This is an optimization exercise on Yosys and OpenROAD, whose aim is small area, not a production implementation. Where RTL was checked, it was by simulation tests only, not by an equivalence proof against the original. For runs 1, 3 and 4, only the layout was checked, not whether the RTL still works. No activity file was given, so power comes from the tool's default toggle rates.

File: design.v
module data_mem_responder #(
  parameter int LATENCY = 4,
  parameter int DEPTH   = 32
) (
  input  logic        clk_i,
  input  logic        rst_i,
  input  logic        req_i,
  input  logic        we_i,
  input  logic [31:0] addr_i,
  input  logic [31:0] wdata_i,
  output logic        ack_o,
  output logic [31:0] rdata_o,
  output logic        busy_o,
  output logic        err_o
);
  localparam int NTAP = 8;
  localparam int SEG  = DEPTH / NTAP;
  logic [2:0]  st;
  logic        we_q;
  logic        fault_q;
  logic [4:0]  idx_q;
  logic [4:0]  rot;
  logic [31:0] buf_q;
  logic        bufv_q;
  logic [31:0] ring  [DEPTH];
  logic [DEPTH-1:0] ringv;
  logic        idle;
  logic        accept;
  logic        in_fault;
  logic [4:0]  cur_idx;
  logic [4:0]  s;
  logic        at_tap;
  logic [2:0]  tap;
  logic        cap;
  assign idle     = (st == 3'd0);
  assign accept   = idle && req_i;
  assign in_fault = (addr_i[1:0] != 2'b00) || (addr_i[31:7] != '0);
  assign cur_idx  = idle ? addr_i[6:2] : idx_q;
  assign s        = cur_idx + rot + 5'd1;
  assign at_tap   = (s[1:0] == 2'b00);
  assign tap      = s[4:2];
  assign cap      = at_tap && (idle ? (req_i && !we_i) : (!we_q && st != 3'd4));
  logic [4:0]      s_nx;
  logic            wr_nx;
  logic [NTAP-1:0] wsel;
  logic [NTAP-1:0] wkeep;
  assign s_nx  = cur_idx + rot + 5'd2;
  assign wr_nx = (s_nx[1:0] == 2'b00) &&
                 (accept ? (we_i && !in_fault)
                         : (we_q && !fault_q && (st == 3'd1 || st == 3'd2 || st == 3'd3)));
  logic [31:0] rd_word;
  logic        rd_v;
  always_comb begin
    rd_word = '0;
    rd_v    = 1'b0;
    for (int k = 0; k < NTAP; k++) begin
      if (((k + NTAP - 1) % NTAP) % 2 == 1)
        rd_word = rd_word | (~ring[(k * SEG + DEPTH - 1) % DEPTH] & {32{cap && tap == 3'(k)}});
      else
        rd_word = rd_word | (ring[(k * SEG + DEPTH - 1) % DEPTH] & {32{cap && tap == 3'(k)}});
      rd_v = rd_v | (ringv[(k * SEG + DEPTH - 1) % DEPTH] && cap && tap == 3'(k));
    end
  end
  logic        ld_w;
  logic        buf_hold;
  assign ld_w     = accept && we_i;
  assign buf_hold = !(ld_w || cap);
  assign busy_o  = rst_i && (!idle || req_i);
  assign ack_o   = (st == 3'd4);
  assign rdata_o = buf_q & {32{ack_o && !we_q && !fault_q && bufv_q}};
  always_ff @(posedge clk_i or negedge rst_i) begin
    if (!rst_i) begin
      st    <= 3'd0;
      err_o <= 1'b0;
      rot   <= '0;
      wsel  <= '0;
      wkeep <= '1;
    end else begin
      rot <= rot + 5'd1;
      if (accept) st <= 3'd1;
      else if (!idle) st <= (st == 3'd4) ? 3'd0 : st + 3'd1;
      err_o <= (st == 3'd3) && fault_q;
      for (int k = 0; k < NTAP; k++) begin
        wsel[k]  <= wr_nx && (s_nx[4:2] == 3'(k));
        wkeep[k] <= !(wr_nx && (s_nx[4:2] == 3'(k)));
      end
    end
  end
  always_ff @(posedge clk_i) begin
    if (accept) begin
      we_q    <= we_i;
      fault_q <= in_fault;
      idx_q   <= addr_i[6:2];
    end
    buf_q <= rd_word | (wdata_i & {32{ld_w}}) | (buf_q & {32{buf_hold}});
    if (cap) bufv_q <= rd_v;
  end
  always_ff @(posedge clk_i) begin
    for (int j = 0; j < DEPTH; j++) begin
      if (j % SEG == 0)
        ring[j] <= ~((ring[(j + DEPTH - 1) % DEPTH] | {32{wsel[j / SEG]}})
                   & ((((j / SEG) % 2 == 1) ? buf_q : ~buf_q) | {32{wkeep[j / SEG]}}));
      else
        ring[j] <= ring[(j + DEPTH - 1) % DEPTH];
    end
  end
  always_ff @(posedge clk_i or negedge rst_i) begin
    if (!rst_i) begin
      ringv <= '0;
    end else begin
      for (int j = 0; j < DEPTH; j++) begin
        if (j % SEG == 0)
          ringv[j] <= ringv[(j + DEPTH - 1) % DEPTH] || wsel[j / SEG];
        else
          ringv[j] <= ringv[(j + DEPTH - 1) % DEPTH];
      end
    end
  end
endmodule
File: flow/run.sh
#!/bin/bash
# Own layout flow: the standard flow (standard.sh) with two changes:
#  - CTS without dummy loads, built from larger clkbuf_8 sink clusters;
#  - port buffers use buf_1 instead of the default choice.
# standard.sh's full output goes to standard.log; ORFS's per-step logs stay in orfs/logs.
set -e
export CTS_ARGS="-sink_clustering_enable -repair_clock_nets -dont_use_dummy_load -buf_list sky130_fd_sc_hd__clkbuf_8 -sink_clustering_size 20 -sink_clustering_max_diameter 50"
export BUFFER_PORTS_ARGS="-buffer_cell sky130_fd_sc_hd__buf_1"
bash standard.sh > standard.log 2>&1
File: standard.sh
#!/bin/bash
# synth_recipe.tcl (not shown) runs the flow's synth.tcl, then flattens the netlist and writes it again
# the make line also repeats each setting of config.mk as NAME=value (left out here)
make -C /OpenROAD-flow-scripts/flow DESIGN_CONFIG=/design/flow/config.mk WORK_HOME=/design/flow/orfs CLKGATE_MAP_FILE= SYNTH_SCRIPT=/design/flow/synth_recipe.tcl "${@:-finish}"
File: config.mk
export PLATFORM = sky130hd
export DESIGN_NAME = data_mem_responder
export DESIGN_NICKNAME = data_mem_responder
export VERILOG_FILES = /design/flow/design.v
export SDC_FILE = /design/flow/constraint.sdc
export NUM_CORES = 4
export LEC_CHECK = 0
export CAP_MARGIN = 0
export CORE_MARGIN = 2
export CORE_UTILIZATION = 70
export SLEW_MARGIN = 0
File: constraint.sdc
create_clock -name core_clock -period 5.0 [get_ports {clk_i}]
set_input_delay 1.0000 -clock core_clock [delete_from_list [all_inputs] [get_ports {clk_i}]]
set_output_delay 1.0000 -clock core_clock [all_outputs]
set_load 0.01 [all_outputs]
==> results of run 1 <==
==> cell type report <==
class,count,share of cell area
antenna,2,0.000164
clock buffer,67,0.0302
inverter,53,0.00652
multi-input combinational,796,0.170
sequential,1121,0.748
tap,532,0.0218
timing repair buffer,138,0.0231
==> stage by stage <==
stage	hold WS, ns	std cells	power [W]	util
floorplan	0.310	2077	0.0132	-
CTS	0.301	2707	0.0183	0.752
finish	0.297	2709	0.0184	0.753
detailed placement	0.312	2640	0.0148	0.730
global placement	0.310	2640	0.0146	0.730
global route	0.311	2707	0.0191	0.753
==> per-layer routing <==
layer / wire length (um) / vias to the layer above / share of wire
met3: 6370 / 193 / 0.093
met5: 0 / - / 0
met2: 29900 / 953 / 0.44
met4: 2470 / 0 / 0.036
met1: 29800 / 8188 / 0.43
li1: - / 7415 / -
==> flip-flops by register name (all words and copies together), names as in the netlist, 3 cells and up <==
name and cells:
buf_q 32, idx_q 5, ring 1024, ringv 32, rot 5, st 3
wkeep 8, wsel 8
==> logic make-up after synthesis <==
| family | Yosys count | synth area share |
|---|---|---|
| mux | 26 | 0.00940 |
| fa+ha+maj | 13 | 0.00595 |
| flops | 1121 | 0.797 |
| xor+xnor | 7 | 0.00289 |
| simple gates | 280 | 0.0488 |
| compound gates | 470 | 0.113 |
| buf+inv | 160 | 0.0224 |
==> final timing paths <==
check,slack (ns),endpoint,depth (start not counted)
max,0.36,buf_q[1],19
min,0.30,ring[27][20],0
max reg2reg,0.36,buf_q[1],19
max in group asynchronous,3.96,wsel[6],2
min reg2reg,0.30,ring[27][20],0
min in group asynchronous,0.51,ringv[25],2
==> Yosys cell counts (13+ instances only) <==
cell type / count / area share
o22ai_1: 270 / 0.059
o211ai_1: 14 / 0.0037
inv_1: 52 / 0.0068
a221oi_1: 36 / 0.011
o221ai_1: 15 / 0.0046
o21ai_1: 13 / 0.0023
o31ai_1: 14 / 0.0037
o21ai_0: 29 / 0.0051
clkbuf_1: 87 / 0.011
dfrtp_1: 49 / 0.043
a221o_1: 13 / 0.0045
or2_2: 13 / 0.0028
nand2_1: 59 / 0.0077
nor2_1: 79 / 0.010
a21oi_1: 17 / 0.0030
dfxtp_1: 1056 / 0.74
mux2i_1: 19 / 0.0066
nor3_1: 33 / 0.0058
and2_1: 38 / 0.0083
buf_2: 14 / 0.0024
==> report_power, final <==
part	switching (W)	internal, W
combinational	0.00264	0.00133
sequential	0.000579	0.0102
clock	0.00246	0.00122
total	0.00568	0.0127
==> results.tsv, run 1 <==
stage	metric	value	unit
setup_path	worst reg2reg startpoint	st[0]	
placement	placement-stage cell area	29600	um^2
setup_path	Crit path max-delay family	simple AND/OR/NAND/NOR gates	
cells_and_area	share of post-route cells with drive strength above 1	0.0782	
setup_path	Critical Path End Type	flip-flop	
clocking	Post-CTS Repair Setup Buffers	0	
setup_path	Max FO, Critical Path	23	
clocking	clock insertion delay at the later pin of the skew report	0.66	ns
floorplan	core area	40600	um^2
sta	TNS Setup	0	ns
clocking	# clock sinks	1121	
placement	Port-buffer cells	102	
sta	Tcrit/Tclk final	0.927	
sta	pins over their slew limit	0	
outcome	status	complete, no violations	
cells_and_area	NumNets Final	2258	
setup_path	crit path DAT	5.13	ns
clocking	Num CTS Buffers	67	
clocking	Reg clk slew, reported paths	0.11	ns
placement	pre-CTS setup slack	0.208	ns
sta	final setup violation count	0	
yosys	Synth Warn #	2	
sta	setup ws final	0.364	ns
setup_path	worst path cell trace	inv_1, ha_1, nor2b_1, buf_4, nand2_1, nand2_1, inv_1, fa_1, xor2_4, inv_2, ha_2, a21boi_0, or4_4, and3b_2, buf_12, nand2_1, o2111ai_1, a221oi_1, o221ai_1	
pwr	pwr/cell area	603	nW/um^2
pwr	Peak supply drop	0.409	mV
sta	Least-Margin Pin Slew	1.31	ns
sta	Max Clock Freq	216	MHz
global_route	largest net degree at the start of global routing	70	
yosys	sequential area share after synthesis	0.797	
yosys	Avg Cell Area, Syn	13.8	um^2
cells_and_area	most common cell after layout, fill and taps aside	dfxtp_1	
placement	routability cong.	0.842	
detailed_routing	vias per inst	6.18	
setup_path	Crit. Startpoint	st[0]	
yosys	synthesized area	28600	um^2
detailed_routing	Via Count	16700	
global_route	vias in the first global route	16300	
floorplan	Std-Cell Rows	74	
setup_path	CP most frequent cell	nand2_1	
clocking	root buffer cell	clkbuf_8	
global_route	met2 usage	0.483	
setup_path	worst path bufs/invs	5	
global_route	Tot GR Track Use	0.323	
detailed_routing	router iterations before antenna repair	8	
sta	Max-Slew Margin vs Limit	0.124	
detailed_routing	DR DRC count	0	
setup_path	kind of critical path	flip-flop to flip-flop	
setup_path	Crit path required time	5.49	ns
yosys	Async SR Flop Fraction	0.0508	
floorplan	IO Count	103	
cells_and_area	flip-flop and latch area	22800	um^2
clocking	deepest clock path buffer count	3	
yosys	Synth Flop Type	dfxtp_1	
global_route	M3 GR Usage	0.0587	
global_route	grt met1 use	0.466	
yosys	Cells after Synth	2077	
sta	final hold viol count	0	
min_path	worst hold path class	flip-flop to flip-flop	
sta	Final min period	4.64	ns
clocking	Max H-tree Level	3	
clocking	TritonCTS clock tree	yes	
setup_path	CP max stage delay	0.54	ns
sta	RSZ-0062 raised after global routing	false	
cells_and_area	most frequent cells in the layout	dfxtp_1, o22ai_1, buf_1	
floorplan	Initial Util	0.706	
clocking	CTS resizes	0	
global_route	initial antenna violation count	1	
min_path	hold_sp	ring[26][20]	
cells_and_area	design area	30500	um^2
global_route	first-pass GRT wire length	99600	um
clocking	Hold-fix buffers, CTS	0	
floorplan	die area	42500	um^2
detailed_routing	Avg WL per Cell	25.3	um
setup_path	Worst setup SP type	flip-flop	
run	max_cap viols	0	
cells_and_area	P&R area growth vs syn	6.67	%
setup_path	Critical Path Slowest Stage Cell	or4_4	
global_route	gr ovfl total	0	
cells_and_area	area of the multi-input gates	5200	um^2
sta	Worst Clk Skew	0.0839	ns
detailed_routing	Routed Antenna Nets	0	
yosys	#FFs+latches synth	1121	
yosys	Mapped Nets	2158	
pwr	Lkg Pwr	12.2	nW
global_route	GR peak layer	met2	
detailed_routing	Iter 0 DRT Violations	1603	
cells_and_area	Fillers	2620	
yosys	EDFF count, synth	8	
floorplan	die width	206	um
yosys	Yosys cell types	68	
placement	DP HPWL	37900	um
floorplan	die height	206	um
detailed_routing	Post-Route WL	68600	um
==> inputs of run 2 (changes only) <==
--- a/design.v
+++ b/design.v
@@ -24,6 +24,8 @@
   logic        bufv_q;
   logic [31:0] ring  [DEPTH];
   logic [DEPTH-1:0] ringv;
+  logic        swept;     
+  logic        sweep;
   logic        idle;
   logic        accept;
   logic        in_fault;
@@ -39,13 +41,14 @@
   assign s        = cur_idx + rot + 5'd1;
   assign at_tap   = (s[1:0] == 2'b00);
   assign tap      = s[4:2];
+  assign sweep    = !swept && (rot[4:2] == 3'd0);
   assign cap      = at_tap && (idle ? (req_i && !we_i) : (!we_q && st != 3'd4));
-  logic [4:0]      s_nx;
   logic            wr_nx;
+  logic [2:0]      tap_nx;
   logic [NTAP-1:0] wsel;
   logic [NTAP-1:0] wkeep;
-  assign s_nx  = cur_idx + rot + 5'd2;
-  assign wr_nx = (s_nx[1:0] == 2'b00) &&
+  assign tap_nx = s[4:2] + 3'd1;
+  assign wr_nx  = (s[1:0] == 2'b11) &&
                  (accept ? (we_i && !in_fault)
                          : (we_q && !fault_q && (st == 3'd1 || st == 3'd2 || st == 3'd3)));
   logic [31:0] rd_word;
@@ -73,16 +76,18 @@
       st    <= 3'd0;
       err_o <= 1'b0;
       rot   <= '0;
+      swept <= 1'b0;
       wsel  <= '0;
       wkeep <= '1;
     end else begin
       rot <= rot + 5'd1;
+      if (rot == 5'd3) swept <= 1'b1;
       if (accept) st <= 3'd1;
       else if (!idle) st <= (st == 3'd4) ? 3'd0 : st + 3'd1;
       err_o <= (st == 3'd3) && fault_q;
       for (int k = 0; k < NTAP; k++) begin
-        wsel[k]  <= wr_nx && (s_nx[4:2] == 3'(k));
-        wkeep[k] <= !(wr_nx && (s_nx[4:2] == 3'(k)));
+        wsel[k]  <= wr_nx && (tap_nx == 3'(k));
+        wkeep[k] <= !(wr_nx && (tap_nx == 3'(k)));
       end
     end
   end
@@ -93,7 +98,7 @@
       idx_q   <= addr_i[6:2];
     end
     buf_q <= rd_word | (wdata_i & {32{ld_w}}) | (buf_q & {32{buf_hold}});
-    if (cap) bufv_q <= rd_v;
+    if (cap) bufv_q <= rd_v && !sweep;
   end
   always_ff @(posedge clk_i) begin
     for (int j = 0; j < DEPTH; j++) begin
@@ -104,16 +109,12 @@
         ring[j] <= ring[(j + DEPTH - 1) % DEPTH];
     end
   end
-  always_ff @(posedge clk_i or negedge rst_i) begin
-    if (!rst_i) begin
-      ringv <= '0;
-    end else begin
-      for (int j = 0; j < DEPTH; j++) begin
-        if (j % SEG == 0)
-          ringv[j] <= ringv[(j + DEPTH - 1) % DEPTH] || wsel[j / SEG];
-        else
-          ringv[j] <= ringv[(j + DEPTH - 1) % DEPTH];
-      end
+  always_ff @(posedge clk_i) begin
+    for (int j = 0; j < DEPTH; j++) begin
+      if (j % SEG == 0)
+        ringv[j] <= (ringv[(j + DEPTH - 1) % DEPTH] && !sweep) || wsel[j / SEG];
+      else
+        ringv[j] <= ringv[(j + DEPTH - 1) % DEPTH];
     end
   end
 endmodule
--- a/config.mk
+++ b/config.mk
@@ -5,7 +5,7 @@
 export SDC_FILE = /design/flow/constraint.sdc
 export NUM_CORES = 4
 export LEC_CHECK = 0
-export CAP_MARGIN = 0
+export CAP_MARGIN = 20
 export CORE_MARGIN = 2
 export CORE_UTILIZATION = 70
-export SLEW_MARGIN = 0
+export SLEW_MARGIN = 20
==> run 2 against run 1 <==
  * Utilization rose by 0.41 points
  * First-iteration DRC count fell by 17%
  * Hold slack improved by 0.0088 ns
  * Via count fell by 5.9%
  * Largest cell class unchanged
==> results.tsv, run 2 <==
stage	metric	value	unit	change
detailed_routing	router iterations before antenna repair	5		-3
cells_and_area	NumNets Final	2152		-4.7%
cells_and_area	most flop-heavy register	ring		
yosys	EDFF count, synth	8		unchanged
setup_path	Critical Path End Type	flip-flop		
clocking	# clock sinks	1122		+0.089%
setup_path	Max FO, Critical Path	57		+150%
clocking	root buffer cell	clkbuf_8		
cells_and_area	share of post-route cells with drive strength above 1	0.0774		-0.000754
clocking	clock insertion delay at the later pin of the skew report	0.65	ns	about the same
setup_path	Critical Path Slowest Stage Cell	buf_4		
yosys	sequential area share after synthesis	0.796		-0.00114
setup_path	worst path cell trace	inv_1, ha_1, and2b_1, mux2i_1, ha_1, inv_1, fa_1, nand3_1, and2_1, nand3_4, nand2_4, buf_4, ha_1, nor2_1, and3_1		
yosys	XOR/XNOR Fraction of Synth Area	0.00154		-0.00135
setup_path	R2R Setup Slk	0.46	ns	+0.10 ns
global_route	initial antenna violation count	0		-1
global_route	first-pass GRT wire length	95300	um	-4.4%
clocking	TritonCTS clock tree	yes		
placement	DP HPWL	35100	um	-7.5%
yosys	Avg Cell Area, Syn	14.4	um^2	+4.6%
clocking	Num CTS Buffers	67		unchanged
pwr	clock share of power	0.186		-0.014
cells_and_area	most frequent cells in the layout	dfxtp_1, o22ai_1, buf_1		
cells_and_area	largest registers	ring (1024), buf_q (32), ringv (32)		
setup_path	CP most frequent cell	ha_1		
floorplan	die width	206	um	-0.22%
sta	pins over their slew limit	0		unchanged
min_path	worst hold path class	flip-flop to flip-flop		
cells_and_area	Antenna Cells	0		-2
pwr	pwr/cell area	648	nW/um^2	+7.5%
min_path	Hold Path Depth	0		unchanged
floorplan	Initial Util	0.714		+0.00807
detailed_routing	metal3 WL	4800	um	-25%
yosys	Mapped Nets	2059		-4.6%
sta	Tcrit/Tclk final	0.908		-0.0195
yosys	area share of the largest cell type after synthesis	0.765		+0.0258
yosys	#FFs+latches synth	1122		+0.089%
setup_path	Worst setup SP type	flip-flop		
sta	final setup violation count	0		unchanged
yosys	post-synthesis mux area share	0.0154		+0.00597
floorplan	die area	42300	um^2	-0.44%
sta	Final min period	4.54	ns	-0.0973 ns
setup_path	R2R Path End	wsel[5]		
sta	RSZ-0062 raised after global routing	false		
yosys	largest area contributor in the netlist	dfxtp_1		
sta	Max Clock Freq	220	MHz	+2.1%
clocking	Hold-fix buffers, CTS	0		unchanged
detailed_routing	Iter 0 DRT Violations	1338		-17%
pwr	sequential share of power	0.645		+0.060
setup_path	crit path DAT	5.10	ns	-0.03 ns
pwr	sw frac	0.287		-0.0215
yosys	adder-cell share of the synthesized area	0.00685		+0.000905
sta	Max-Slew Margin vs Limit	0.151		+0.0271
setup_path	worst path bufs/invs	3		-2
setup_path	CP max stage delay	0.73	ns	+0.19 ns
yosys	synthesized area	28500	um^2	-0.45%
yosys	Async SR Flop Fraction	0.0232		-0.0277
yosys	Simple-Gate Fraction of Synth Area	0.0360		-0.0127
yosys	compound-cell area share of the yosys netlist	0.121		+0.00789
clocking	Reg clk slew, reported paths	0.11	ns	about the same
floorplan	IO Count	103		unchanged
sta	TNS Setup	0	ns	unchanged
clocking	CTS resizes	0		unchanged
setup_path	kind of critical path	flip-flop to flip-flop		
detailed_routing	met2 wire len	28700	um	-3.8%
cells_and_area	most common cell after layout, fill and taps aside	dfxtp_1		
pwr	internal power	0.0140	W	+9.6%
global_route	gr ovfl total	0		unchanged
clocking	Post-CTS Repair Setup Buffers	0		unchanged
sta	hold_ws	0.305	ns	+0.00884 ns
setup_path	worst reg2reg startpoint	st[0]		
yosys	Yosys cell types	71		+4.4%
detailed_routing	Avg WL per Cell	25.0	um	-1.4%
global_route	Tot GR Track Use	0.309		-0.0134
detailed_routing	top layer in use	met4		
detailed_routing	Post-Route WL	64700	um	-5.7%
clocking	deepest clock path buffer count	3		unchanged
detailed_routing	Via Count	15800		-5.9%
sta	final hold viol count	0		unchanged
yosys	Synth Warn #	2		unchanged
detailed_routing	DR DRC count	0		unchanged
cells_and_area	P&R area growth vs syn	6.03	%	
setup_path	r2r worst-path depth	15		-4
yosys	Post-synth top cells	dfxtp_1, o22ai_1, clkbuf_1		
setup_path	Crit path max-delay family	simple AND/OR/NAND/NOR gates		
global_route	largest net degree at the start of global routing	58		-17%
cells_and_area	max reg flops	1024		unchanged
sta	Least-Margin Pin Slew	1.27	ns	-0.0406 ns
outcome	status	complete, no violations		
floorplan	core area	39900	um^2	-1.6%
placement	Port-buffer cells	102		unchanged
pwr	Peak supply drop	0.404	mV	-1.2%
detailed_routing	Met1 Wirelength	28700	um	-3.9%
min_path	hold_sp	ring[5][27]		
clocking	Max H-tree Level	3		unchanged
setup_path	Crit path required time	5.56	ns	+0.07 ns
pwr	Combinational Power Share	0.169		-0.046
detailed_routing	Routed Antenna Nets	0		unchanged
yosys	top cells by area, synth	dfxtp_1, o22ai_1, dfrtp_1		
global_route	vias in the first global route	15400		-5.4%
floorplan	Std-Cell Rows	73		-1.4%
yosys	Synth Flop Type	dfxtp_1		
min_path	worst hold endpoint	ring[6][27]		
pwr	Lkg Pwr	12.0	nW	-1.4%
yosys	most common cell in the netlist	dfxtp_1		
placement	routability cong.	0.826		-1.9%
sta	Worst Clk Skew	0.0693	ns	-0.0146 ns
yosys	main combinational cell family by area after synthesis	compound AO/OA/AOI/OAI gates		
run	max_cap viols	0		unchanged
yosys	Cells after Synth	1976		-4.9%
detailed_routing	vias per inst	6.08		-1.6%
floorplan	die height	206	um	-0.22%
pwr	Net Switching	0.00561	W	-1.1%
==> run 2: worst max-delay path by stage <==
stage	cells after the start	startpoint	slack, ns	endpoint
2_1_floorplan	16	st[0]	1.00	buf_q[22]
6_report	15	st[0]	0.46	wsel[5]
3_5_place_dp	18	st[0]	0.47	buf_q[12]
4_1_cts	15	st[0]	0.51	wsel[5]
3_3_place_gp	18	st[0]	0.64	buf_q[1]
5_1_grt	15	st[0]	0.19	wsel[5]
==> run 2: routing by layer <==
layer | track usage | vias to the layer above
li1 | - | 7109
met1 | 0.441 | 7813
met2 | 0.471 | 667
met3 | 0.0545 | 174
met4 | 0.128 | 0
met5 | 0 | -
==> run 2: per-stage QoR <==
stage	util	cells	worst slack [ns]	area, um^2	power, W
CTS	0.757	2592	0.514	30200	0.0196
global route	0.757	2592	0.188	30200	0.0204
floorplan	-	1976	1.00	28500	0.0146
finish	0.757	2592	0.462	30200	0.0196
global placement	0.734	2525	0.643	29300	0.0159
detailed placement	0.734	2525	0.474	29300	0.0160
==> run 2: worst reg2reg max path, delay by kind of cell, from the launching register on <==
| family | cells | cell delay (ns) |
|---|---|---|
| flops | 1 | 0.42 |
| fa+ha+maj | 4 | 1.42 |
| simple gates | 7 | 1.52 |
| mux | 1 | 0.27 |
| buf+inv | 3 | 0.89 |
==> run 2: power by group through the flow <==
stage	sequential (W)	combinational, W	clock (W)
after global placement	0.0127	0.00316	0
after global routing	0.0129	0.00351	0.00403
final	0.0126	0.00330	0.00364
after detailed placement	0.0128	0.00323	0
after CTS	0.0126	0.00326	0.00372
after floorplan	0.0123	0.00229	0
==> run 2: layout make-up <==
class	count	area, um^2
multi-input combinational	707	5170
inverter	39	146
timing repair buffer	132	621
fill	2505	9710
sequential	1122	22700
tap	525	657
clock buffer	67	922
==> run 2: cell families (layout without fill, tap and decap cells) <==
group / count (synthesis) / after routing
buffers and inverters: 147 / 238
flip-flops: 1122 / 1122
adder cells (fa/ha/maj): 15 / 15
XOR/XNOR: 5 / 5
multiplexers: 41 / 41
AO/OA/AOI/OAI: 468 / 468
AND/OR/NAND/NOR: 178 / 178
==> inputs of run 3 (changes only) <==
--- a/design.v
+++ b/design.v
@@ -31,18 +31,12 @@
   logic        in_fault;
   logic [4:0]  cur_idx;
   logic [4:0]  s;
-  logic        at_tap;
-  logic [2:0]  tap;
-  logic        cap;
   assign idle     = (st == 3'd0);
   assign accept   = idle && req_i;
   assign in_fault = (addr_i[1:0] != 2'b00) || (addr_i[31:7] != '0);
   assign cur_idx  = idle ? addr_i[6:2] : idx_q;
   assign s        = cur_idx + rot + 5'd1;
-  assign at_tap   = (s[1:0] == 2'b00);
-  assign tap      = s[4:2];
   assign sweep    = !swept && (rot[4:2] == 3'd0);
-  assign cap      = at_tap && (idle ? (req_i && !we_i) : (!we_q && st != 3'd4));
   logic            wr_nx;
   logic [2:0]      tap_nx;
   logic [NTAP-1:0] wsel;
@@ -51,26 +45,32 @@
   assign wr_nx  = (s[1:0] == 2'b11) &&
                  (accept ? (we_i && !in_fault)
                          : (we_q && !fault_q && (st == 3'd1 || st == 3'd2 || st == 3'd3)));
-  logic [31:0] rd_word;
-  logic        rd_v;
+  logic            rd_nx;
+  logic [NTAP-1:0] rsel;
+  logic [31:0]     rd_word;
+  logic            rd_v;
+  logic            hit;
+  assign rd_nx = (s[1:0] == 2'b11) &&
+                 (accept ? !we_i : (!idle && !we_q && st != 3'd4));
   always_comb begin
     rd_word = '0;
     rd_v    = 1'b0;
     for (int k = 0; k < NTAP; k++) begin
       if (((k + NTAP - 1) % NTAP) % 2 == 1)
-        rd_word = rd_word | (~ring[(k * SEG + DEPTH - 1) % DEPTH] & {32{cap && tap == 3'(k)}});
+        rd_word = rd_word | (~ring[(k * SEG + DEPTH - 1) % DEPTH] & {32{rsel[k]}});
       else
-        rd_word = rd_word | (ring[(k * SEG + DEPTH - 1) % DEPTH] & {32{cap && tap == 3'(k)}});
-      rd_v = rd_v | (ringv[(k * SEG + DEPTH - 1) % DEPTH] && cap && tap == 3'(k));
+        rd_word = rd_word | (ring[(k * SEG + DEPTH - 1) % DEPTH] & {32{rsel[k]}});
+      rd_v = rd_v | (ringv[(k * SEG + DEPTH - 1) % DEPTH] && rsel[k]);
     end
   end
+  assign hit = |rsel;
   logic        ld_w;
-  logic        buf_hold;
-  assign ld_w     = accept && we_i;
-  assign buf_hold = !(ld_w || cap);
+  logic        buf_en;
+  assign ld_w   = accept && we_i;
+  assign buf_en = accept || (hit && !ack_o);
   assign busy_o  = rst_i && (!idle || req_i);
   assign ack_o   = (st == 3'd4);
-  assign rdata_o = buf_q & {32{ack_o && !we_q && !fault_q && bufv_q}};
+  assign rdata_o = (buf_q | rd_word) & {32{ack_o && !we_q && !fault_q && (bufv_q || rd_v)}};
   always_ff @(posedge clk_i or negedge rst_i) begin
     if (!rst_i) begin
       st    <= 3'd0;
@@ -78,6 +78,7 @@
       rot   <= '0;
       swept <= 1'b0;
       wsel  <= '0;
+      rsel  <= '0;
       wkeep <= '1;
     end else begin
       rot <= rot + 5'd1;
@@ -86,6 +87,7 @@
       else if (!idle) st <= (st == 3'd4) ? 3'd0 : st + 3'd1;
       err_o <= (st == 3'd3) && fault_q;
       for (int k = 0; k < NTAP; k++) begin
+        rsel[k]  <= rd_nx && (tap_nx == 3'(k));
         wsel[k]  <= wr_nx && (tap_nx == 3'(k));
         wkeep[k] <= !(wr_nx && (tap_nx == 3'(k)));
       end
@@ -97,8 +99,10 @@
       fault_q <= in_fault;
       idx_q   <= addr_i[6:2];
     end
-    buf_q <= rd_word | (wdata_i & {32{ld_w}}) | (buf_q & {32{buf_hold}});
-    if (cap) bufv_q <= rd_v && !sweep;
+    if (buf_en) begin
+      buf_q  <= rd_word | (wdata_i & {32{ld_w}});
+      bufv_q <= rd_v && !sweep;
+    end
   end
   always_ff @(posedge clk_i) begin
     for (int j = 0; j < DEPTH; j++) begin
==> run 3 against run 2 <==
  * Still clean on timing, DRC and antenna
  * Via count fell by 2.2%
  * Routed wire length fell by 3.9%
  * Total power fell by 20%
  * Synthesized area fell by 2.4%
  * Hold slack barely moved
  * Clock power rose by 2%
  * Global-route usage fell by 0.61 points
  * Utilization fell by 0.74 points
  * Sequential power fell by 15%
  * Setup slack improved by 0.50 ns
  * Sequential cell count rose by 8
  * Critical path type is now flip-flop to output pin
  * Largest power group unchanged
==> results.tsv, run 3 <==
stage	metric	value	unit	change
outcome	status	complete, no violations		
run	max_cap viols	0		unchanged
setup_path	Critical Path End Type	output pin		
yosys	Avg Cell Area, Syn	14.2	um^2	-1.7%
yosys	Synth Warn #	2		unchanged
clocking	deepest clock path buffer count	3		unchanged
clocking	clock insertion delay at the later pin of the skew report	0.65	ns	about the same
floorplan	IO Count	103		unchanged
sta	Least-Margin Pin Slew	1.26	ns	-0.00991 ns
setup_path	Crit. Startpoint	rsel[6]		
sta	Final min period	4.04	ns	-0.499 ns
cells_and_area	most frequent cells in the layout	dfxtp_1, o22ai_1, nand2_1		
pwr	sequential share of power	0.685		+0.040
detailed_routing	Post-Route WL	62200	um	-3.9%
min_path	hold_sp	ring[1][17]		
sta	final setup violation count	0		unchanged
clocking	Max H-tree Level	3		unchanged
floorplan	die height	203	um	-1.2%
setup_path	Worst setup SP type	flip-flop		
pwr	sw frac	0.247		-0.0396
floorplan	core area	39500	um^2	-1.1%
sta	hold_ws	0.305	ns	-0.000297 ns
yosys	most common cell in the netlist	dfxtp_1		
yosys	EDFF count, synth	40		+32
placement	Port-buffer cells	102		unchanged
global_route	first-pass GRT wire length	92000	um	-3.4%
floorplan	Initial Util	0.705		-0.00909
pwr	pwr/cell area	527	nW/um^2	-19%
yosys	#FFs+latches synth	1130		+0.71%
min_path	worst hold path class	flip-flop to flip-flop		
clocking	# clock sinks	1130		+0.71%
detailed_routing	Via Count	15400		-2.2%
clocking	Num CTS Buffers	68		+1.5%
clocking	root buffer cell	clkbuf_8		
detailed_routing	router iterations before antenna repair	5		unchanged
global_route	initial antenna violation count	0		unchanged
clocking	Reg clk slew, reported paths	0.11	ns	about the same
pwr	Peak supply drop	0.394	mV	-2.6%
yosys	largest area contributor in the netlist	dfxtp_1		
yosys	top cells by area, synth	dfxtp_1, o22ai_1, edfxtp_1		
yosys	area share of the largest cell type after synthesis	0.760		-0.00422
cells_and_area	NumNets Final	2135		-0.79%
pwr	Lkg Pwr	11.7	nW	-2.4%
floorplan	Std-Cell Rows	73		unchanged
cells_and_area	share of post-route cells with drive strength above 1	0.0565		-0.0209
clocking	Post-CTS Repair Setup Buffers	0		unchanged
detailed_routing	DR DRC count	0		unchanged
global_route	largest net degree at the start of global routing	36		-38%
yosys	Async SR Flop Fraction	0.0301		+0.00692
clocking	CTS resizes	0		unchanged
cells_and_area	Antenna Cells	0		unchanged
cells_and_area	max reg flops	1024		unchanged
detailed_routing	Routed Antenna Nets	0		unchanged
sta	Worst Clk Skew	0.0526	ns	-0.0167 ns
detailed_routing	Avg WL per Cell	24.1	um	-3.4%
pwr	clock share of power	0.239		+0.053
setup_path	Max FO, Critical Path	18		-68%
detailed_routing	vias per inst	5.98		-1.7%
pwr	Combinational Power Share	0.076		-0.093
yosys	Post-synth top cells	dfxtp_1, o22ai_1, nand2_1		
cells_and_area	largest registers	ring (1024), buf_q (32), ringv (32)		
placement	routability cong.	0.821		-0.61%
sta	final hold viol count	0		unchanged
global_route	vias in the first global route	15300		-0.71%
cells_and_area	P&R area growth vs syn	6.35	%	
yosys	sequential area share after synthesis	0.835		+0.0383
global_route	gr ovfl total	0		unchanged
pwr	internal power	0.0117	W	-16%
sta	RSZ-0062 raised after global routing	false		
yosys	Mapped Nets	2041		-0.87%
sta	Max Clock Freq	248	MHz	+12%
placement	DP HPWL	32900	um	-6.4%
yosys	Cells after Synth	1962		-0.71%
global_route	Tot GR Track Use	0.303		-0.00609
setup_path	Crit path required time	4.00	ns	-1.56 ns
pwr	Net Switching	0.00385	W	-31%
floorplan	die width	203	um	-1.2%
cells_and_area	most flop-heavy register	ring		
detailed_routing	Iter 0 DRT Violations	1470		+9.9%
yosys	Synth Flop Type	dfxtp_1		
setup_path	crit path DAT	3.04	ns	-2.06 ns
yosys	synthesized area	27800	um^2	-2.4%
floorplan	die area	41300	um^2	-2.4%
setup_path	worst reg2reg startpoint	st[0]		
sta	TNS Setup	0	ns	unchanged
clocking	Hold-fix buffers, CTS	0		unchanged
setup_path	kind of critical path	flip-flop to output pin		
sta	Tcrit/Tclk final	0.808		-0.0997
clocking	TritonCTS clock tree	yes		
yosys	Yosys cell types	42		-41%
sta	Max-Slew Margin vs Limit	0.158		+0.00661
cells_and_area	most common cell after layout, fill and taps aside	dfxtp_1		
sta	pins over their slew limit	0		unchanged
## run 3: cell types whose count changed in the layout (fill, tap and decap cells not counted), sizes merged, moves of 13 or more
cell     before   now
a221oi       15     2
a22o         32    14
a22oi         1    17
and2         39     5
and3         28     0
dfxtp      1088  1056
edfxtp        8    40
mux2i        28     2
nand2        48   137
nor3          6    31
nor4          6    24
o21ai        10    73
o22ai       256   273
o2bb2ai      38     0
## run 3: per-stage QoR
step | worst slack (ns) | util | power, W | instance area (um^2) | cells
final | 0.960 | 0.749 | 0.0156 | 29600 | 2579
after global placement | 1.73 | 0.725 | 0.0119 | 28600 | 2511
after global routing | 0.905 | 0.749 | 0.0161 | 29600 | 2579
after CTS | 1.07 | 0.749 | 0.0156 | 29600 | 2579
after floorplan | 1.21 | - | 0.0114 | 27800 | 1962
after detailed placement | 1.59 | 0.725 | 0.0120 | 28600 | 2511
## run 3: worst paths after layout
check	endpoint	slack [ns]	cells after the start
max reg2reg	wsel[0]	1.57	11
max	rdata_o[13]	0.96	6
min	ring[2][17]	0.31	0
min reg2reg	ring[2][17]	0.31	0
max in group asynchronous	wsel[7]	3.92	1
min in group asynchronous	wsel[3]	0.46	1
## run 3: final cells by class
| cell class | instances | area (um^2) |
|---|---|---|
| tap | 525 | 657 |
| fill | 2580 | 9890 |
| inverter | 43 | 161 |
| timing repair buffer | 121 | 527 |
| multi-input combinational | 692 | 4060 |
| clock buffer | 68 | 936 |
| sequential | 1130 | 23200 |
## run 3: layer usage
metal | part of all wire | wire length (um) | vias up | global-route usage
met5 | 0 | 0 | - | 0
met4 | 0.043 | 2680 | 0 | 0.134
met3 | 0.083 | 5170 | 195 | 0.0601
met2 | 0.44 | 27500 | 786 | 0.461
met1 | 0.43 | 26800 | 7541 | 0.428
li1 | - | - | 6902 | -
## run 3: worst max-delay path, stage by stage (launching register included)
cell	delay, ns
dfrtp_1	0.39
clkinv_1	0.65
buf_4	0.53
o221ai_1	0.23
nor3_1	0.09
a21oi_1	0.33
buf_1	0.19
## run 3: cells by family (layout without fill, tap and decap cells)
group                    Yosys count  count (layout)  synth area share
XOR/XNOR                           9               9           0.00284
adder cells (fa/ha/maj)           11              11           0.00522
flip-flops                      1130            1130             0.835
AND/OR/NAND/NOR                  225             225            0.0366
AO/OA/AOI/OAI                    441             441            0.0987
multiplexers                       6               6           0.00234
buffers and inverters            140             232            0.0197
## run 3: power by group through the flow
stage	clock network, W	registers, W	logic, W
after floorplan	0	0.0106	0.000800
after global placement	0	0.0108	0.00112
after detailed placement	0	0.0108	0.00115
after CTS	0.00377	0.0107	0.00117
after global routing	0.00407	0.0108	0.00128
final	0.00372	0.0107	0.00119
==> inputs of run 4 (changes only) <==
--- a/config.mk
+++ b/config.mk
@@ -7,5 +7,6 @@
 export LEC_CHECK = 0
 export CAP_MARGIN = 20
 export CORE_MARGIN = 2
-export CORE_UTILIZATION = 70
+export CORE_UTILIZATION = 80
+export PLACE_DENSITY = 0.85
 export SLEW_MARGIN = 20
==> run 4 against run 3 <==
  * Sequential cell count unchanged
  * Final cell count decreased by 2.9%
  * Largest power group unchanged
  * Setup slack got worse by 0.37 ns
  * Non-clock buffer count decreased by 3
  * Total power grew 1.1%
  * Routed wire length grew 8.1%
  * Critical endpoint is now rdata_o[10]
  * Global-route usage grew 7.1 points
  * Highest routed layer unchanged
  * Maximum frequency is 8.3% lower
  * Largest cell class unchanged
  * Design area is 0.38% lower
  * Critical path depth did not move
  * Critical path type unchanged
  * First-iteration DRC count is 1.7% higher
  * Clock power about the same
==> results.tsv, run 4 <==
stage	metric	value	unit	change
detailed_routing	DR DRC count	0		unchanged
clocking	TritonCTS clock tree	yes		
yosys	Cells after Synth	1962		unchanged
yosys	Mapped Nets	2041		unchanged
floorplan	die height	190	um	-6.3%
yosys	Post-synth top cells	dfxtp_1, o22ai_1, nand2_1		
yosys	EDFF count, synth	40		unchanged
yosys	synthesized area	27800	um^2	unchanged
cells_and_area	post-layout util	0.857		+0.108
clocking	Post-CTS Repair Setup Buffers	0		unchanged
sta	Max Clock Freq	227	MHz	-8.3%
detailed_routing	Post-Route WL	67200	um	+8.1%
yosys	sequential area share after synthesis	0.835		unchanged
floorplan	die area	36300	um^2	-12%
yosys	Synth Flop Type	dfxtp_1		
detailed_routing	vias per inst	6.44		+7.7%
pwr	pwr/cell area	534	nW/um^2	+1.5%
sta	Worst Clk Skew	0.0502	ns	-0.00247 ns
global_route	initial antenna violation count	0		unchanged
setup_path	worst path cell trace	inv_1, buf_12, o22ai_1, nor4_1, a21oi_1, buf_1		
setup_path	Crit path required time	4.00	ns	about the same
global_route	first-pass GRT wire length	99300	um	+7.9%
placement	routability cong.	0.813		-0.93%
setup_path	Worst setup SP type	flip-flop		
floorplan	IO Count	103		unchanged
sta	Final min period	4.41	ns	+0.365 ns
sta	pins over their slew limit	0		unchanged
clocking	Max H-tree Level	3		unchanged
setup_path	Crit path max-delay family	buffers and inverters		
sta	Tcrit/Tclk final	0.881		+0.0731
sta	Max-Slew Margin vs Limit	0.105		-0.0528
clocking	clock insertion delay at the later pin of the skew report	0.66	ns	about the same
clocking	CTS resizes	0		unchanged
run	max_cap viols	0		unchanged
yosys	area share of the largest cell type after synthesis	0.760		unchanged
detailed_routing	router iterations before antenna repair	6		+1
clocking	Hold-fix buffers, CTS	0		unchanged
placement	DP HPWL	35400	um	+7.7%
detailed_routing	Routed Antenna Nets	0		unchanged
cells_and_area	most flop-heavy register	ring		
cells_and_area	max reg flops	1024		unchanged
yosys	Synth Warn #	2		unchanged
cells_and_area	Fillers	1569		-39%
placement	cell total after placement	2437		-2.9%
cells_and_area	most common cell after layout, fill and taps aside	dfxtp_1		
yosys	top cells by area, synth	dfxtp_1, o22ai_1, edfxtp_1		
sta	final hold viol count	0		unchanged
floorplan	Std-Cell Rows	68		-6.8%
cells_and_area	area of the multi-input gates	4060	um^2	unchanged
floorplan	Initial Util	0.809		+0.104
setup_path	CP max stage delay	0.85	ns	+0.20 ns
placement	pre-CTS setup slack	1.42	ns	-0.167 ns
clocking	deepest clock path buffer count	3		unchanged
yosys	Yosys cell types	42		unchanged
yosys	#FFs+latches synth	1130		unchanged
setup_path	Critical Path Slowest Stage Cell	inv_1		
global_route	vias in the first global route	16800		+10%
cells_and_area	Final Instance Count excl. Fillers	2505		-2.9%
sta	RSZ-0062 raised after global routing	false		
min_path	hold_sp	ring[20][8]		
detailed_routing	Via Count	16100		+4.6%
min_path	worst hold path class	flip-flop to flip-flop		
cells_and_area	NumNets Final	2131		-0.19%
cells_and_area	flip-flop and latch area	23200	um^2	about the same
floorplan	die width	190	um	-6.3%
pwr	Peak supply drop	0.421	mV	+6.9%
setup_path	worst path bufs/invs	3		unchanged
clocking	Reg clk slew, reported paths	0.12	ns	about the same
sta	Least-Margin Pin Slew	1.34	ns	+0.0793 ns
global_route	gr ovfl total	0		unchanged
yosys	Avg Cell Area, Syn	14.2	um^2	unchanged
setup_path	Critical Path End Type	output pin		
outcome	status	complete, no violations		
cells_and_area	Antenna Cells	0		unchanged
clocking	root buffer cell	clkbuf_8		
detailed_routing	Avg WL per Cell	26.8	um	+11%
pwr	Lkg Pwr	11.7	nW	-0.13%
global_route	Tot GR Track Use	0.374		+0.0713
cells_and_area	P&R area growth vs syn	5.94	%	
floorplan	core area	34400	um^2	-13%
sta	TNS Setup	0	ns	unchanged
placement	Port-buffer cells	102		unchanged
setup_path	worst reg2reg startpoint	st[0]		
cells_and_area	largest registers	ring (1024), buf_q (32), ringv (32)		
setup_path	crit path DAT	3.41	ns	+0.37 ns
global_route	largest net degree at the start of global routing	36		unchanged
setup_path	Crit. Startpoint	rsel[6]		
sta	setup ws final	0.595	ns	-0.365 ns
yosys	largest area contributor in the netlist	dfxtp_1		
clocking	Num CTS Buffers	67		-1.5%
setup_path	Max FO, Critical Path	17		-1
clocking	# clock sinks	1130		unchanged
sta	final setup violation count	0		unchanged
yosys	most common cell in the netlist	dfxtp_1		
detailed_routing	Iter 0 DRT Violations	1495		+1.7%
setup_path	kind of critical path	flip-flop to output pin		
cells_and_area	most frequent cells in the layout	dfxtp_1, o22ai_1, nand2_1		
cells_and_area	share of post-route cells with drive strength above 1	0.0546		-0.00184
yosys	Async SR Flop Fraction	0.0301		unchanged
## run 4: changes by cell type in the layout (fill, tap and decap cells not counted), sizes merged
cell	delta
buf	-3
clkbuf	-1
clkinv	-3
inv	+3
## run 4: cells by family (layout without fill, tap and decap cells)
| logic type | count (synthesis) | in the layout | synth area share |
|---|---|---|---|
| muxes | 6 | 6 | 0.00234 |
| xor gates and xnor gates | 9 | 9 | 0.00284 |
| buffers and inverters | 140 | 228 | 0.0197 |
| DFF | 1130 | 1130 | 0.835 |
| AOI/OAI and AO/OA | 441 | 441 | 0.0987 |
| and+or+nand+nor | 225 | 225 | 0.0366 |
| adders and majority gates | 11 | 11 | 0.00522 |
## run 4: final timing paths
path / to / slack [ns] / cells after the start
setup / recovery: rdata_o[10] / 0.59 / 6
hold / removal: ring[21][8] / 0.30 / 0
setup reg to reg: rsel[7] / 1.52 / 11
hold reg to reg: ring[21][8] / 0.30 / 0
max in group asynchronous: rsel[1] / 4.26 / 2
min in group asynchronous: rot[4] / 0.36 / 2
## run 4: final cells by class
| class | count | area share |
|---|---|---|
| clock buffers | 67 | 0.0313 |
| flip-flops and latches | 1130 | 0.788 |
| repair buffers | 118 | 0.0175 |
| well taps | 455 | 0.0193 |
| multi-input cells | 692 | 0.138 |
| inverters | 43 | 0.00548 |
## run 4: worst reg2reg max path, stage by stage, from the launching register on
cell      delay [ns]
dfrtp_1         0.43
inv_1           0.10
ha_1            0.29
nand2b_1        0.29
mux2i_1         0.24
ha_1            0.17
inv_1           0.06
fa_1            0.42
a21o_1          0.17
a21oi_1         0.25
xor2_1          0.77
nor3_1          0.13
## run 4: where the power goes
group | switching, W | leakage, nW | internal (W)
Sequential | 0.000566 | 9.60 | 0.0101
Clock | 0.00253 | 0.482 | 0.00122
Combinational | 0.000934 | 1.61 | 0.000355
Total | 0.00403 | 11.7 | 0.0117
## run 4: metrics by stage
step	total power, W	area (um^2)	hold slack [ns]
5_1_grt	0.0162	29500	0.306
2_1_floorplan	0.0114	27800	0.310
6_report	0.0157	29500	0.303
4_1_cts	0.0157	29400	0.301
3_3_place_gp	0.0119	28500	0.310
3_5_place_dp	0.0121	28500	0.312
## run 4: metal layers
metal	share of wire	track usage	wire length, um	up-vias
li1	-	-	-	6903
met1	0.38	0.496	25300	7800
met2	0.47	0.592	31300	1103
met3	0.10	0.0788	6860	334
met4	0.055	0.191	3720	0
met5	0	0	0	-
==> inputs of run 5 (changes only) <==
==> design.v (replaced) <==
module data_mem_responder #(
  parameter int LATENCY = 4,
  parameter int DEPTH   = 32
) (
  input  logic        clk_i,
  input  logic        rst_i,
  input  logic        req_i,
  input  logic        we_i,
  input  logic [31:0] addr_i,
  input  logic [31:0] wdata_i,
  output logic        ack_o,
  output logic [31:0] rdata_o,
  output logic        busy_o,
  output logic        err_o
);
  localparam int NTAP = 8;
  localparam int SEG  = DEPTH / NTAP;
  logic [2:0]  st;
  logic        we_q;
  logic        fault_q;
  logic [4:0]  idx_q;
  logic [4:0]  rot;
  logic        swept;     
  logic [31:0] buf_q;
  logic [31:0] ring  [DEPTH];
  logic        idle;
  logic        accept;
  logic        in_fault;
  logic [4:0]  cur_idx;
  logic [4:0]  s;
  logic [2:0]  tap_nx;
  logic        clr_nx;
  assign idle     = (st == 3'd0);
  assign accept   = idle && req_i;
  assign in_fault = (addr_i[1:0] != 2'b00) || (addr_i[31:7] != '0);
  assign cur_idx  = idle ? addr_i[6:2] : idx_q;
  assign s        = cur_idx + rot + 5'd1;
  assign tap_nx   = s[4:2] + 3'd1;
  assign clr_nx   = !swept && (rot[4:2] == 3'd0) && (rot[1:0] != 2'b11);
  logic wr_nx;
  logic rd_nx;
  assign wr_nx = (s[1:0] == 2'b11) &&
                 (accept ? (we_i && !in_fault)
                         : (we_q && !fault_q && (st == 3'd1 || st == 3'd2 || st == 3'd3)));
  assign rd_nx = (s[1:0] == 2'b11) &&
                 (accept ? !we_i : (!idle && !we_q && st != 3'd4));
  logic [NTAP-1:0] tw;
  logic [NTAP-1:0] tk;
  logic [NTAP-1:0] rsel;
  logic [31:0] tap_d [NTAP];
  always_comb begin
    for (int k = 0; k < NTAP; k++) begin
      if (k % 2 == 0)
        tap_d[k] = ~((ring[(k * SEG + DEPTH - 1) % DEPTH] | {32{tw[k]}})
                   & (~buf_q | {32{tk[k]}}));
      else
        tap_d[k] = ~((ring[(k * SEG + DEPTH - 1) % DEPTH] & {32{tk[k]}})
                   | (buf_q & {32{tw[k]}}));
    end
  end
  logic [31:0] rd_word;
  logic        hit;
  always_comb begin
    rd_word = '0;
    for (int k = 0; k < NTAP; k++) begin
      if (k % 2 == 1)
        rd_word = rd_word | (~tap_d[k] & {32{rsel[k]}});
      else
        rd_word = rd_word | (tap_d[k] & {32{rsel[k]}});
    end
  end
  assign hit = |rsel;
  logic ld_w;
  logic buf_en;
  assign ld_w   = accept && we_i;
  assign buf_en = accept || (hit && !ack_o);
  assign busy_o  = rst_i && (!idle || req_i);
  assign ack_o   = (st == 3'd4);
  assign rdata_o = (buf_q | rd_word) & {32{ack_o && !we_q && !fault_q}};
  always_ff @(posedge clk_i or negedge rst_i) begin
    if (!rst_i) begin
      st    <= 3'd0;
      err_o <= 1'b0;
      rot   <= '0;
      swept <= 1'b0;
      rsel  <= '0;
      for (int k = 0; k < NTAP; k++) begin
        tw[k] <= (k % 2 == 0);
        tk[k] <= (k % 2 == 0);
      end
    end else begin
      rot <= rot + 5'd1;
      if (rot == 5'd3) swept <= 1'b1;
      if (accept) st <= 3'd1;
      else if (!idle) st <= (st == 3'd4) ? 3'd0 : st + 3'd1;
      err_o <= (st == 3'd3) && fault_q;
      for (int k = 0; k < NTAP; k++) begin
        rsel[k] <= rd_nx && (tap_nx == 3'(k));
        if (k % 2 == 0) begin
          tw[k] <= (wr_nx && (tap_nx == 3'(k))) || clr_nx;
          tk[k] <= !(wr_nx && (tap_nx == 3'(k)));
        end else begin
          tw[k] <= wr_nx && (tap_nx == 3'(k));
          tk[k] <= !(wr_nx && (tap_nx == 3'(k))) && !clr_nx;
        end
      end
    end
  end
  always_ff @(posedge clk_i) begin
    if (accept) begin
      we_q    <= we_i;
      fault_q <= in_fault;
      idx_q   <= addr_i[6:2];
    end
    if (buf_en) buf_q <= rd_word | (wdata_i & {32{ld_w}});
  end
  always_ff @(posedge clk_i) begin
    for (int j = 0; j < DEPTH; j++) begin
      if (j % SEG == 0)
        ring[j] <= tap_d[j / SEG];
      else
        ring[j] <= ring[(j + DEPTH - 1) % DEPTH];
    end
  end
endmodule
--- a/config.mk
+++ b/config.mk
@@ -7,6 +7,5 @@
 export LEC_CHECK = 0
 export CAP_MARGIN = 20
 export CORE_MARGIN = 2
-export CORE_UTILIZATION = 80
-export PLACE_DENSITY = 0.85
+export CORE_UTILIZATION = 70
 export SLEW_MARGIN = 20
==> run 5 against run 4 <==
  * Die area is 12% higher
  * Maximum frequency up 3.1%
  * Design area decreased by 1.9%
  * Sequential share of layout area down 0.79 points
==> results.tsv, run 5 <==
stage	metric	value	unit	change
sta	final hold viol count	0		unchanged
floorplan	die area	40400	um^2	+12%
setup_path	Max FO, Critical Path	17		unchanged
cells_and_area	most common cell after layout, fill and taps aside	dfxtp_1		
sta	Max Clock Freq	234	MHz	+3.1%
setup_path	Crit path required time	4.00	ns	about the same
cells_and_area	Fillers	2495		+59%
setup_path	worst reg2reg startpoint	st[1]		
detailed_routing	Avg WL per Cell	23.3	um	-13%
detailed_routing	Post-Route WL	58100	um	-13%
yosys	Synth Flop Type	dfxtp_1		
yosys	Post-synth top cells	dfxtp_1, o22ai_1, a22oi_1		
yosys	synthesized area	27200	um^2	-2.2%
clocking	Hold-fix buffers, CTS	0		unchanged
placement	routability cong.	0.831		+2.2%
setup_path	crit path DAT	3.27	ns	-0.14 ns
setup_path	R2R Setup Slk	1.56	ns	+0.04 ns
yosys	Synth Warn #	3		+1
floorplan	die height	201	um	+5.6%
yosys	area share of the largest cell type after synthesis	0.754		-0.00642
clocking	TritonCTS clock tree	yes		
global_route	gr ovfl total	0		unchanged
yosys	most common cell in the netlist	dfxtp_1		
yosys	largest area contributor in the netlist	dfxtp_1		
yosys	#FFs+latches synth	1097		-2.9%
cells_and_area	max reg flops	1024		unchanged
placement	DP HPWL	31400	um	-11%
yosys	Async SR Flop Fraction	0.0310		+0.000905
global_route	Tot GR Track Use	0.291		-0.0838
sta	pins over their slew limit	0		unchanged
cells_and_area	most flop-heavy register	ring		
sta	Tcrit/Tclk final	0.854		-0.0267
min_path	Hold Path Depth	0		unchanged
sta	Final min period	4.27	ns	-0.134 ns
cells_and_area	flip-flop and latch area	22500	um^2	-2.9%
yosys	Mapped Nets	1963		-3.8%
clocking	# clock sinks	1097		-2.9%
floorplan	die width	201	um	+5.6%
yosys	Avg Cell Area, Syn	14.4	um^2	+1.8%
cells_and_area	NumNets Final	2056		-3.5%
sta	hold_ws	0.297	ns	-0.00643 ns
outcome	status	complete, no violations		
cells_and_area	P&R area growth vs syn	6.26	%	
detailed_routing	Iter 0 DRT Violations	1298		-13%
setup_path	end of the critical path	rdata_o[8]		
pwr	pwr/cell area	501	nW/um^2	-6.3%
sta	TNS Setup	0	ns	unchanged
clocking	root buffer cell	clkbuf_8		
detailed_routing	vias per inst	5.91		-8.2%
global_route	largest net degree at the start of global routing	36		unchanged
sta	final setup violation count	0		unchanged
run	max_cap viols	0		unchanged
setup_path	Worst setup SP type	flip-flop		
global_route	initial antenna violation count	0		unchanged
setup_path	Critical Path End Type	output pin		
sta	Least-Margin Pin Slew	1.23	ns	-0.108 ns
yosys	Cells after Synth	1884		-4.0%
min_path	worst hold path class	flip-flop to flip-flop		
cells_and_area	largest registers	ring (1024), buf_q (32)		
detailed_routing	Routed Antenna Nets	0		unchanged
setup_path	Crit. Startpoint	rsel[3]		
sta	Max-Slew Margin vs Limit	0.177		+0.0721
floorplan	Initial Util	0.707		-0.102
sta	Worst Clk Skew	0.0659	ns	+0.0157 ns
global_route	vias in the first global route	14900		-12%
setup_path	r2r worst-path depth	11		unchanged
yosys	EDFF count, synth	39		-2.5%
clocking	Num CTS Buffers	66		-1.5%
detailed_routing	Via Count	14700		-8.7%
detailed_routing	DR DRC count	0		unchanged
pwr	Lkg Pwr	11.0	nW	-6.0%
floorplan	Std-Cell Rows	72		+5.9%
clocking	CTS resizes	0		unchanged
cells_and_area	Antenna Cells	0		unchanged
cells_and_area	most frequent cells in the layout	dfxtp_1, o22ai_1, a22oi_1		
setup_path	R2R Path End	tw[3]		
cells_and_area	area of the multi-input gates	4140	um^2	+1.8%
setup_path	kind of critical path	flip-flop to output pin		
cells_and_area	share of post-route cells with drive strength above 1	0.0567		+0.00207
yosys	sequential area share after synthesis	0.829		-0.00585
clocking	Post-CTS Repair Setup Buffers	0		unchanged
clocking	Reg clk slew, reported paths	0.11	ns	about the same
sta	RSZ-0062 raised after global routing	false		
yosys	Yosys cell types	53		+26%
floorplan	IO Count	103		unchanged
global_route	first-pass GRT wire length	87200	um	-12%
placement	Port-buffer cells	102		unchanged
pwr	Peak supply drop	0.372	mV	-12%
clocking	Max H-tree Level	3		unchanged
floorplan	core area	38500	um^2	+12%
detailed_routing	router iterations before antenna repair	6		unchanged
clocking	clock insertion delay at the later pin of the skew report	0.66	ns	about the same
yosys	top cells by area, synth	dfxtp_1, edfxtp_1, a22oi_1		
clocking	deepest clock path buffer count	3		unchanged
run 5: changes by cell type after synthesis, sizes merged, moves of 32 or more:
cell | previous run | this run
nand2 | 137 | 68
a22oi | 17 | 145
nor2 | 4 | 48
dfxtp | 1056 | 1024
o21ai | 73 | 3
o22ai | 273 | 170
run 5: logic make-up after synthesis:
kind of cell / after synthesis / synth area share
xor gates and xnor gates: 9 / 0.00290
and+or+nand+nor: 189 / 0.0326
AOI/OAI and AO/OA: 438 / 0.109
adders and majority gates: 11 / 0.00534
DFF: 1097 / 0.829
muxes: 5 / 0.00198
buffers and inverters: 135 / 0.0196
run 5: worst max-delay path, stage by stage (launching register included):
cell and delay [ns]:
dfrtp_1 0.35, clkinv_1 0.73, buf_4 0.55, nor2_1 0.14, a211oi_1 0.06, and3_1 0.25, a21oi_1 0.34, buf_1 0.20
run 5: how the worst min path moves through the flow:
stage            startpoint            to  slack (ns)
2_1_floorplan    ring[9][0]   ring[10][0]        0.31
3_5_place_dp   ring[22][10]  ring[23][10]        0.31
5_1_grt         ring[6][19]   ring[7][19]        0.31
4_1_cts         ring[6][19]   ring[7][19]        0.31
3_3_place_gp     ring[5][2]    ring[6][2]        0.31
6_report       ring[30][14]  ring[31][14]        0.30
run 5: per-layer routing:
layer,global-route usage,share of wire,vias to the layer above,wire length [um]
met5,0,0,-,0
met4,0.124,0.037,0,2160
met3,0.0567,0.086,163,5020
met2,0.433,0.44,688,25500
met1,0.421,0.44,7206,25500
li1,-,-,6684,-
run 5: final cells by class:
type                    instances  share of cell area
multi-input cells             652               0.143
repair buffers                115              0.0167
inverters                      45             0.00585
well taps                     518              0.0224
flip-flops and latches       1097               0.780
clock buffers                  66              0.0314
run 5: stage by stage:
stage                     cells  total power [W]  setup WS [ns]  cell area [um^2]  utilization
after global placement     2427           0.0110           1.53             28000        0.727
after global routing       2493           0.0150          0.571             28900        0.751
after floorplan            1884           0.0106           2.09             27200            -
after CTS                  2493           0.0145          0.736             28900        0.751
after detailed placement   2427           0.0110           1.46             28000        0.727
final                      2493           0.0145          0.729             28900        0.751
run 5: power breakdown:
part / switching, W / internal, W / total, W
sequential: 0.000396 / 0.00949 / 0.00989
clock: 0.00238 / 0.00120 / 0.00358
combinational: 0.000754 / 0.000241 / 0.000995
total: 0.00353 / 0.0109 / 0.0145
==> inputs of run 6 (changes only) <==
--- a/design.v
+++ b/design.v
@@ -112,7 +112,7 @@
       fault_q <= in_fault;
       idx_q   <= addr_i[6:2];
     end
-    if (buf_en) buf_q <= rd_word | (wdata_i & {32{ld_w}});
+    buf_q <= rd_word | (wdata_i & {32{ld_w}}) | (buf_q & {32{!buf_en}});
   end
   always_ff @(posedge clk_i) begin
     for (int j = 0; j < DEPTH; j++) begin
==> run 6 against run 5 <==
  * Still clean on timing, DRC and antenna
  * Maximum frequency is 0.25% lower
  * Synthesized area is 0.63% lower
  * Combinational power is 8% higher
  * Critical path depth stayed put
  * Hold slack worse by 0.0049 ns
  * Total power is 2.1% lower
  * Final cell count hardly changed
  * Largest cell class unchanged
  * Largest power group unchanged
  * Highest routed layer unchanged
==> results.tsv, run 6 <==
stage	metric	value	unit	change
outcome	status	complete, no violations		
floorplan	core area	37800	um^2	-1.6%
pwr	Net Switching	0.00354	W	+0.24%
detailed_routing	Via Count	14900		+1.2%
cells_and_area	share of post-route cells with drive strength above 1	0.0561		-0.000620
clocking	deepest clock path buffer count	3		unchanged
cells_and_area	NumNets Final	2060		+0.19%
yosys	area share of the largest cell type after synthesis	0.782		+0.0285
pwr	sequential share of power	0.671		-0.013
min_path	hold_sp	ring[22][31]		
clocking	Max H-tree Level	3		unchanged
yosys	top cells by area, synth	dfxtp_1, a22oi_1, o22ai_1		
yosys	Post-synth top cells	dfxtp_1, a22oi_1, o22ai_1		
pwr	sw frac	0.250		+0.00578
yosys	Cells after Synth	1891		+0.37%
clocking	CTS resizes	0		unchanged
min_path	Hold Path Depth	0		unchanged
yosys	sequential area share after synthesis	0.822		-0.00660
floorplan	die area	40200	um^2	-0.62%
cells_and_area	largest registers	ring (1024), buf_q (32)		
sta	Worst Clk Skew	0.0414	ns	-0.0245 ns
yosys	Synth Warn #	3		unchanged
sta	Least-Margin Pin Slew	1.24	ns	+0.000970 ns
clocking	clock insertion delay at the later pin of the skew report	0.65	ns	about the same
detailed_routing	Post-Route WL	59900	um	+2.9%
clocking	Num CTS Buffers	66		unchanged
yosys	most common cell in the netlist	dfxtp_1		
global_route	Tot GR Track Use	0.296		+0.00524
cells_and_area	most common cell after layout, fill and taps aside	dfxtp_1		
min_path	worst hold endpoint	ring[23][31]		
sta	final hold viol count	0		unchanged
global_route	largest net degree at the start of global routing	36		unchanged
yosys	synthesized area	27000	um^2	-0.63%
clocking	Post-CTS Repair Setup Buffers	0		unchanged
clocking	TritonCTS clock tree	yes		
clocking	Hold-fix buffers, CTS	0		unchanged
global_route	GR peak layer	met2		
min_path	worst hold path class	flip-flop to flip-flop		
global_route	first-pass GRT wire length	88500	um	+1.5%
pwr	Peak supply drop	0.379	mV	+2.0%
cells_and_area	most flop-heavy register	ring		
global_route	met2 usage	0.448		+0.0149
clocking	Reg clk slew, reported paths	0.11	ns	about the same
setup_path	Worst setup SP type	flip-flop		
pwr	Lkg Pwr	10.8	nW	-1.9%
yosys	Avg Cell Area, Syn	14.3	um^2	-1.0%
yosys	Synth Flop Type	dfxtp_1		
pwr	Combinational Power Share	0.076		+0.007
detailed_routing	router iterations before antenna repair	7		+1
setup_path	Max FO, Critical Path	17		unchanged
floorplan	Std-Cell Rows	71		-1.4%
cells_and_area	P&R area growth vs syn	6.25	%	about the same
yosys	Async SR Flop Fraction	0.0310		unchanged
clocking	root buffer cell	clkbuf_8		
cells_and_area	flip-flop and latch area	22200	um^2	-1.4%
pwr	clock share of power	0.253		+0.005
cells_and_area	area of the multi-input gates	4270	um^2	+3.1%
yosys	Yosys cell types	52		-1.9%
cells_and_area	most frequent cells in the layout	dfxtp_1, a22oi_1, o22ai_1		
clocking	# clock sinks	1097		unchanged
setup_path	R2R Setup Slk	1.57	ns	about the same
sta	pins over their slew limit	0		unchanged
setup_path	Crit path required time	4.00	ns	about the same
pwr	pwr/cell area	493	nW/um^2	-1.5%
global_route	initial antenna violation count	1		+1
setup_path	r2r worst-path depth	11		unchanged
floorplan	die height	200	um	-0.31%
placement	placement-stage cell area	27800	um^2	-0.69%
setup_path	kind of critical path	flip-flop to output pin		
cells_and_area	Fillers	2477		-0.72%
sta	TNS Setup	0	ns	unchanged
setup_path	R2R Path End	tk[3]		
setup_path	Critical Path Slowest Stage Cell	clkinv_1		
setup_path	CP max stage delay	0.77	ns	+0.04 ns
cells_and_area	max reg flops	1024		unchanged
setup_path	crit path DAT	3.28	ns	about the same
placement	routability cong.	0.799		-3.9%
yosys	#FFs+latches synth	1097		unchanged
global_route	vias in the first global route	14800		-0.46%
floorplan	Initial Util	0.714		+0.00711
floorplan	die width	200	um	-0.31%
cells_and_area	design area	28700	um^2	-0.64%
sta	Tcrit/Tclk final	0.856		+0.00218
sta	Max Clock Freq	234	MHz	-0.25%
global_route	M3 GR Usage	0.0580		+0.00130
setup_path	Critical Path End Type	output pin		
floorplan	IO Count	103		unchanged
setup_path	worst path cell trace	clkinv_1, buf_4, nor2_1, a211oi_1, and3_1, a21oi_1, buf_1		
detailed_routing	DR DRC count	0		unchanged
sta	Max-Slew Margin vs Limit	0.177		-0.000646
global_route	grt met1 use	0.427		+0.00575
yosys	EDFF count, synth	7		-82%
detailed_routing	Iter 0 DRT Violations	1416		+9.1%
detailed_routing	vias per inst	5.99		+1.2%
sta	Final min period	4.28	ns	+0.0109 ns
setup_path	worst reg2reg startpoint	st[0]		
sta	final setup violation count	0		unchanged
detailed_routing	Routed Antenna Nets	0		unchanged
placement	Port-buffer cells	102		unchanged
placement	DP HPWL	31800	um	+1.2%
pwr	internal power	0.0106	W	-2.8%
run	max_cap viols	0		unchanged
sta	RSZ-0062 raised after global routing	false		
yosys	largest area contributor in the netlist	dfxtp_1		
detailed_routing	Avg WL per Cell	24.0	um	+3.0%
global_route	gr ovfl total	0		unchanged
yosys	Mapped Nets	1970		+0.36%
## run 6: cell types whose count changed in the layout (fill, tap and decap cells not counted), moves of 4 or more
cell,change
nand2_1,-30
a22oi_1,+37
a211oi_1,+5
dfxtp_1,+32
a221oi_1,-4
edfxtp_1,-32
## run 6: logic make-up after synthesis
group | share of synthesized area
compound gates | 0.118
mux | 0.00199
simple gates | 0.0287
flops | 0.822
fa+ha+maj | 0.00537
xor+xnor | 0.00292
buf+inv | 0.0206
## run 6: power groups by stage
stage / Sequential [W] / Clock [W] / Combinational (W)
after floorplan: 0.00951 / 0 / 0.000771
after global placement: 0.00968 / 0 / 0.00103
after detailed placement: 0.00969 / 0 / 0.00105
after CTS: 0.00949 / 0.00363 / 0.00106
after global routing: 0.00955 / 0.00394 / 0.00117
final: 0.00950 / 0.00359 / 0.00107
## run 6: critical path, delay by kind of cell, from the launching register on
family / cells / cell delay, ns
compound gates: 2 / 0.36
flops: 1 / 0.37
buf+inv: 3 / 1.54
simple gates: 2 / 0.36
## run 6: worst max-delay path by stage
| stage | startpoint | to | slack (ns) | cells past startpoint |
|---|---|---|---|---|
| after floorplan | st[0] | tk[3] | 2.26 | 14 |
| after global placement | st[0] | rdata_o[30] | 1.33 | 6 |
| after detailed placement | st[0] | rdata_o[30] | 1.27 | 6 |
| after CTS | st[0] | rdata_o[30] | 0.58 | 6 |
| after global routing | rsel[7] | rdata_o[11] | 0.62 | 7 |
| final | rsel[3] | rdata_o[30] | 0.72 | 7 |
## run 6: area by class of cell
| cell class | count | share of cell area |
|---|---|---|
| well taps | 511 | 0.0223 |
| multi-input cells | 654 | 0.149 |
| inverters | 46 | 0.00601 |
| clock buffers | 66 | 0.0316 |
| diodes | 1 | 0.0000872 |
| repair buffers | 116 | 0.0170 |
| flip-flops and latches | 1097 | 0.774 |
## run 6: routing by layer
metal / routed length, um / vias to the layer above
met5: 0 / -
met4: 1970 / 0
met3: 5290 / 160
met2: 26500 / 716
met1: 26100 / 7293
li1: - / 6744
## run 6: stage by stage
step	setup WS [ns]	total power, W	cells	hold WS, ns	util
after detailed placement	1.27	0.0107	2424	0.312	0.734
after CTS	0.584	0.0142	2490	0.296	0.758
final	0.718	0.0142	2491	0.292	0.759
after global placement	1.33	0.0107	2424	0.310	0.734
after global routing	0.616	0.0147	2490	0.300	0.758
after floorplan	2.26	0.0103	1891	0.310	-

==> what the ideal ports hide <==
The flow's constraints put no driver on any port. The routed layouts listed below were extracted and timed again, unchanged, in two steps. Step 1 assumes that a clkbuf_16 drives the clock port and a buf_2 every other input. Step 2 times the ports against the registers' clock, not the clock port: input delays grow and output delays shrink by t, the midpoint of the rising clock arrivals with the driver on. a / b / c = ideal / step 1 / step 2; a / b = the first two.
| run | t, ns | setup slack, ns | latest minus earliest clock arrival (ns) | cell pins on the clock port's net |
|---|---|---|---|---|
| run 1 | 0.681 | 0.364 / 0.364 / 0.340 | 0.086 / 0.086 | 1 |
| run 2 | 0.669 | 0.462 / 0.462 / 0.462 | 0.070 / 0.071 | 1 |
| run 3 | 0.679 | 0.960 / 0.908 / 1.567 | 0.058 / 0.057 | 1 |
| run 4 | 0.690 | 0.595 / 0.543 / 1.232 | 0.051 / 0.051 | 1 |
| run 5 | 0.681 | 0.729 / 0.676 / 1.357 | 0.069 / 0.069 | 1 |
| run 6 | 0.683 | 0.718 / 0.662 / 1.345 | 0.043 / 0.042 | 1 |
After both steps setup and hold are still met in every run listed. The setup slack of run 1, which loses most, moves by 0.000 ns with the drivers and by -0.024 ns with both steps.
